Context: an optimization exercise on an open-source flow, tuned for small area. The choices shown serve that exercise and are no tape-out recipe. Function was checked by simulation only, so behaviour that the tests miss may differ from the original. Power figures rest on the tool's default switching activity, not on a simulated workload. The clock port is modelled as an ideal driver; clocking choices that lean on that would not hold on a real chip.

lane 1:
Design branch_predictor, start of the top module:
module branch_predictor (
  input  logic        clk,
  input  logic        rst_n,
  input  logic [31:0] if_pc,
  output logic        pred_hit,
  output logic        pred_taken,
  output logic [31:0] pred_target,
  input  logic        upd_valid,
  input  logic [31:0] upd_pc,
  input  logic [2:0]  upd_branch_type,
  input  logic        upd_taken,
  input  logic [31:0] upd_target,
  input  logic        upd_pred_taken,
  input  logic [31:0] upd_pred_target,
  output logic        mispredict,
  output logic [31:0] redirect_pc,
  output logic [31:0] perf_branches,
  output logic [31:0] perf_mispredicts
);
==> module bp_wen, before the edit <==
module bp_wen (
  input  logic row,
  input  logic col,
  output logic y
);
  assign y = row & col;
endmodule
==> module branch_predictor, before the edit <==
module branch_predictor (
  input  logic        clk,
  input  logic        rst_n,
  input  logic [31:0] if_pc,
  output logic        pred_hit,
  output logic        pred_taken,
  output logic [31:0] pred_target,
  input  logic        upd_valid,
  input  logic [31:0] upd_pc,
  input  logic [2:0]  upd_branch_type,
  input  logic        upd_taken,
  input  logic [31:0] upd_target,
  input  logic        upd_pred_taken,
  input  logic [31:0] upd_pred_target,
  output logic        mispredict,
  output logic [31:0] redirect_pc,
  output logic [31:0] perf_branches,
  output logic [31:0] perf_mispredicts
);
  logic [63:0]    valid_q;
  logic [9:0]     tag_q    [64];
  logic [1:0]     cnt_q    [64];
  logic [31:0]    target_q [64];
  logic [31:0] perf_branches_q, perf_mispredicts_q;
  logic [5:0] look_idx, upd_idx;
  logic [9:0] look_tag, upd_tag;
  logic       upd_hit, upd_cond, upd_jump, wr_en, tgt_en;
  logic [1:0] cnt_nxt;
  assign look_idx = if_pc[7:2];
  assign look_tag = if_pc[17:8];
  assign upd_idx  = upd_pc[7:2];
  assign upd_tag  = upd_pc[17:8];
  logic [63:0] look_sel, upd_sel;
  logic [7:0]  upd_col;
  logic [7:0]  look_row, look_col, upd_row;
  for (genvar k = 0; k < 8; k++) begin : g_ldec
    assign look_row[k] = (look_idx[5:3] == 3'(k));
    assign look_col[k] = (look_idx[2:0] == 3'(k));
    assign upd_row[k]  = (upd_idx[5:3] == 3'(k));
  end
  for (genvar g = 0; g < 64; g++) begin : g_sel
    bp_wen u_lsel (.row(look_row[g/8]), .col(look_col[g%8]), .y(look_sel[g]));
    bp_wen u_usel (.row(upd_row[g/8]),  .col(upd_col[g%8]),  .y(upd_sel[g]));
  end
  logic        look_valid, upd_valid_e;
  logic [9:0]  look_tag_e, upd_tag_e;
  logic        look_cnt1;
  logic [1:0]  upd_cnt_e;
  logic [31:0] look_target;
  logic [63:0] col_tag [10];
  logic [63:0] col_cnt [2];
  logic [63:0] col_tgt [32];
  for (genvar g = 0; g < 64; g++) begin : g_col
    for (genvar b = 0; b < 10; b++) begin : g_t
      assign col_tag[b][g] = tag_q[g][b];
    end
    for (genvar b = 0; b < 2; b++) begin : g_c
      assign col_cnt[b][g] = cnt_q[g][b];
    end
    for (genvar b = 0; b < 32; b++) begin : g_x
      assign col_tgt[b][g] = target_q[g][b];
    end
  end
  bp_read64 u_look_valid (.d(valid_q), .sel(look_sel), .y(look_valid));
  bp_read64 u_upd_valid  (.d(valid_q), .sel(upd_sel),  .y(upd_valid_e));
  for (genvar b = 0; b < 10; b++) begin : g_rtag
    bp_read64 u_look (.d(col_tag[b]), .sel(look_sel), .y(look_tag_e[b]));
    bp_read64 u_upd  (.d(col_tag[b]), .sel(upd_sel),  .y(upd_tag_e[b]));
  end
  bp_read64 u_look_cnt (.d(col_cnt[1]), .sel(look_sel), .y(look_cnt1));
  for (genvar b = 0; b < 2; b++) begin : g_rcnt
    bp_read64 u_upd (.d(col_cnt[b]), .sel(upd_sel), .y(upd_cnt_e[b]));
  end
  for (genvar b = 0; b < 32; b++) begin : g_rtgt
    bp_read64 u_look (.d(col_tgt[b]), .sel(look_sel), .y(look_target[b]));
  end
  assign pred_hit    = look_valid && (look_tag_e == look_tag);
  assign pred_taken  = pred_hit && look_cnt1;
  assign pred_target = pred_hit ? look_target : if_pc + 32'd8;
  assign upd_hit  = upd_valid_e && (upd_tag_e == upd_tag);
  assign upd_cond = (upd_branch_type == bp_pkg::B_EQNE) || (upd_branch_type == bp_pkg::B_LTGE);
  assign upd_jump = (upd_branch_type == bp_pkg::B_JUMP) || (upd_branch_type == bp_pkg::B_JREG);
  assign wr_en    = upd_valid && (upd_cond || upd_jump) && (upd_hit || upd_taken);
  assign tgt_en   = upd_taken || upd_jump;
  sat_counter u_sat_counter (
    .cnt_i     (upd_cnt_e),
    .up        (upd_taken),
    .force_max (upd_jump),
    .init      (!upd_hit),
    .cnt_c     (cnt_nxt)
  );
  assign mispredict  = upd_valid && ((upd_taken != upd_pred_taken) ||
                                     (upd_taken && (upd_target != upd_pred_target)));
  assign redirect_pc = !upd_valid ? 32'd0 : (upd_taken ? upd_target : upd_pc + 32'd8);
  logic [7:0] wr_row, tgt_row;
  for (genvar k = 0; k < 8; k++) begin : g_dec
    assign wr_row[k]  = wr_en && (upd_idx[5:3] == 3'(k));
    assign tgt_row[k] = wr_en && tgt_en && (upd_idx[5:3] == 3'(k));
    assign upd_col[k] = (upd_idx[2:0] == 3'(k));
  end
  for (genvar g = 0; g < 64; g++) begin : g_entry
    logic e_wr, e_t0, e_t1;
    bp_wen u_wen  (.row(wr_row[g/8]),  .col(upd_col[g%8]), .y(e_wr));
    bp_wen u_ten0 (.row(tgt_row[g/8]), .col(upd_col[g%8]), .y(e_t0));
    bp_wen u_ten1 (.row(tgt_row[g/8]), .col(upd_col[g%8]), .y(e_t1));
    always_ff @(posedge clk) begin
      if (!rst_n)    valid_q[g] <= 1'b0;
      else if (e_wr) valid_q[g] <= 1'b1;
    end
    always_ff @(posedge clk) begin
      if (e_wr) begin
        tag_q[g] <= upd_tag;
        cnt_q[g] <= cnt_nxt;
      end
      if (e_t0) target_q[g][15:0]  <= upd_target[15:0];
      if (e_t1) target_q[g][31:16] <= upd_target[31:16];
    end
  end
  always_ff @(posedge clk) begin
    if (!rst_n) begin
      perf_branches_q    <= '0;
      perf_mispredicts_q <= '0;
    end else begin
      if (upd_valid)  perf_branches_q    <= perf_branches_q + 32'd1;
      if (mispredict) perf_mispredicts_q <= perf_mispredicts_q + 32'd1;
    end
  end
  assign perf_branches    = perf_branches_q;
  assign perf_mispredicts = perf_mispredicts_q;
endmodule
clock: 12.0 ns
lec_check: 0
cap_margin: 20
core_margin: 2
core_utilization: 50
cts_buf_list: sky130_fd_sc_hd__clkbuf_16
cts_cluster_diameter: 100
cts_cluster_size: 30
slew_margin: 20
synth_hierarchical: 1
standard.sh (not shown) runs the stock make flow with config.mk's settings and CLKGATE_MAP_FILE= SYNTH_SCRIPT=/design/flow/synth_recipe.tcl, a recipe that flattens the netlist after the stock synthesis.
==> flow/flow/run.sh <==
#!/bin/bash
# Layout flow: the standard ORFS flow, with two changes to what it places:
# ports are buffered with the smallest buffer, and clock tree synthesis adds
# no dummy loads. Synthesis, floorplan, power grid and taps are the standard ones.
set -euo pipefail
export BUFFER_PORTS_ARGS="-buffer_cell sky130_fd_sc_hd__buf_1"
export CTS_ARGS="-sink_clustering_enable -repair_clock_nets -sink_clustering_size 30 -sink_clustering_max_diameter 100 -buf_list sky130_fd_sc_hd__clkbuf_16 -dont_use_dummy_load"
bash standard.sh > flow_make.log 2>&1
Lane 1: done, clean on timing, DRC and antenna
What lane 4 does differently from lane 1 at the input level:
--- a/flow/design.v
+++ b/flow/design.v
@@ -47,19 +47,12 @@
   for (genvar i = 0; i < 21; i++) begin : g_p
     bp_read3 u_rd (.d(d[3*i +: 3]), .sel(sel[3*i +: 3]), .y_n(p_n[i]));
   end
   bp_read1 u_last (.d(d[63]), .sel(sel[63]), .y_n(p_n[21]));
   bp_nand22 u_out (.a(p_n), .y(y));
 endmodule
-module bp_wen (
-  input  logic row,
-  input  logic col,
-  output logic y
-);
-  assign y = row & col;
-endmodule
 module branch_predictor (
   input  logic        clk,
   input  logic        rst_n,
   input  logic [31:0] if_pc,
   output logic        pred_hit,
   output logic        pred_taken,
@@ -87,22 +80,15 @@
   logic [1:0] cnt_nxt;
   assign look_idx = if_pc[7:2];
   assign look_tag = if_pc[17:8];
   assign upd_idx  = upd_pc[7:2];
   assign upd_tag  = upd_pc[17:8];
   logic [63:0] look_sel, upd_sel;
-  logic [7:0]  upd_col;
-  logic [7:0]  look_row, look_col, upd_row;
-  for (genvar k = 0; k < 8; k++) begin : g_ldec
-    assign look_row[k] = (look_idx[5:3] == 3'(k));
-    assign look_col[k] = (look_idx[2:0] == 3'(k));
-    assign upd_row[k]  = (upd_idx[5:3] == 3'(k));
-  end
   for (genvar g = 0; g < 64; g++) begin : g_sel
-    bp_wen u_lsel (.row(look_row[g/8]), .col(look_col[g%8]), .y(look_sel[g]));
-    bp_wen u_usel (.row(upd_row[g/8]),  .col(upd_col[g%8]),  .y(upd_sel[g]));
+    assign look_sel[g] = (look_idx == 6'(g));
+    assign upd_sel[g]  = (upd_idx  == 6'(g));
   end
   logic        look_valid, upd_valid_e;
   logic [9:0]  look_tag_e, upd_tag_e;
   logic        look_cnt1;
   logic [1:0]  upd_cnt_e;
   logic [31:0] look_target;
@@ -148,34 +134,25 @@
     .init      (!upd_hit),
     .cnt_c     (cnt_nxt)
   );
   assign mispredict  = upd_valid && ((upd_taken != upd_pred_taken) ||
                                      (upd_taken && (upd_target != upd_pred_target)));
   assign redirect_pc = !upd_valid ? 32'd0 : (upd_taken ? upd_target : upd_pc + 32'd8);
-  logic [7:0] wr_row, tgt_row;
-  for (genvar k = 0; k < 8; k++) begin : g_dec
-    assign wr_row[k]  = wr_en && (upd_idx[5:3] == 3'(k));
-    assign tgt_row[k] = wr_en && tgt_en && (upd_idx[5:3] == 3'(k));
-    assign upd_col[k] = (upd_idx[2:0] == 3'(k));
-  end
   for (genvar g = 0; g < 64; g++) begin : g_entry
-    logic e_wr, e_t0, e_t1;
-    bp_wen u_wen  (.row(wr_row[g/8]),  .col(upd_col[g%8]), .y(e_wr));
-    bp_wen u_ten0 (.row(tgt_row[g/8]), .col(upd_col[g%8]), .y(e_t0));
-    bp_wen u_ten1 (.row(tgt_row[g/8]), .col(upd_col[g%8]), .y(e_t1));
+    logic e_wr;
+    assign e_wr = wr_en && upd_sel[g];
     always_ff @(posedge clk) begin
       if (!rst_n)    valid_q[g] <= 1'b0;
       else if (e_wr) valid_q[g] <= 1'b1;
     end
     always_ff @(posedge clk) begin
       if (e_wr) begin
         tag_q[g] <= upd_tag;
         cnt_q[g] <= cnt_nxt;
+        if (tgt_en) target_q[g] <= upd_target;
       end
-      if (e_t0) target_q[g][15:0]  <= upd_target[15:0];
-      if (e_t1) target_q[g][31:16] <= upd_target[31:16];
     end
   end
   always_ff @(posedge clk) begin
     if (!rst_n) begin
       perf_branches_q    <= '0;
       perf_mispredicts_q <= '0;
Notes after the runs:
- Between lane 4 and lane 1, it is lane 4 whose global-route wire length before repair is lower, by about 0.7%.
- Comparing lane 1 with lane 4, the internal power came out essentially unchanged.
- Compared with lane 1, in lane 4 routed wirelength normalized by instance count shows a reduction of 2.0%, final non-filler cell area shows an increase of 990 sq um, vertical die dimension shows no meaningful change, clock buffer instance count of the final layout shows an increase of 0.88%, post-place instance area shows an increase of 0.93%.
- Initial standard-cell utilization of the core: lane 4 vs lane 1 up 0.19 points
- Comparing buffer share of cell area for lane 4 and lane 1, the smaller number came from lane 1.
- Largest net degree at the start of global routing for lane 4: 11 up relative to lane 1
- Per the comparison of lane 4 with lane 1, clock distribution area overhead in the final layout closely matched the old numbers; worst setup slack decreased by 540 ps relative to the old numbers; post-placement cell count increased by 85 relative to the old numbers.

==> re-timing with driven ports <==
The flow's constraints put no driver on any port. The routed layouts listed below were extracted and timed again, unchanged, in two steps. Step 1 assumes that a clkbuf_16 drives the clock port and a buf_2 every other input. Step 2 times the ports against the registers' clock, not the clock port: input delays grow and output delays shrink by t, the midpoint of the rising clock arrivals with the driver on. Slacks: ideal ports / drivers / drivers and shift; pairs: ideal ports / drivers.
run	shift t [ns]	setup WS [ns]	latest minus earliest clock arrival (ns)	cell pins on the clock port's net
lane 1	0.889	2.083 / 1.933 / 1.933	0.090 / 0.090	1
lane 4	0.885	1.544 / 1.503 / 1.154	0.121 / 0.121	1
After both steps every run listed still meets setup and hold. The setup slack of lane 4, which loses most, moves by -0.041 ns with the drivers and by -0.390 ns with both steps.
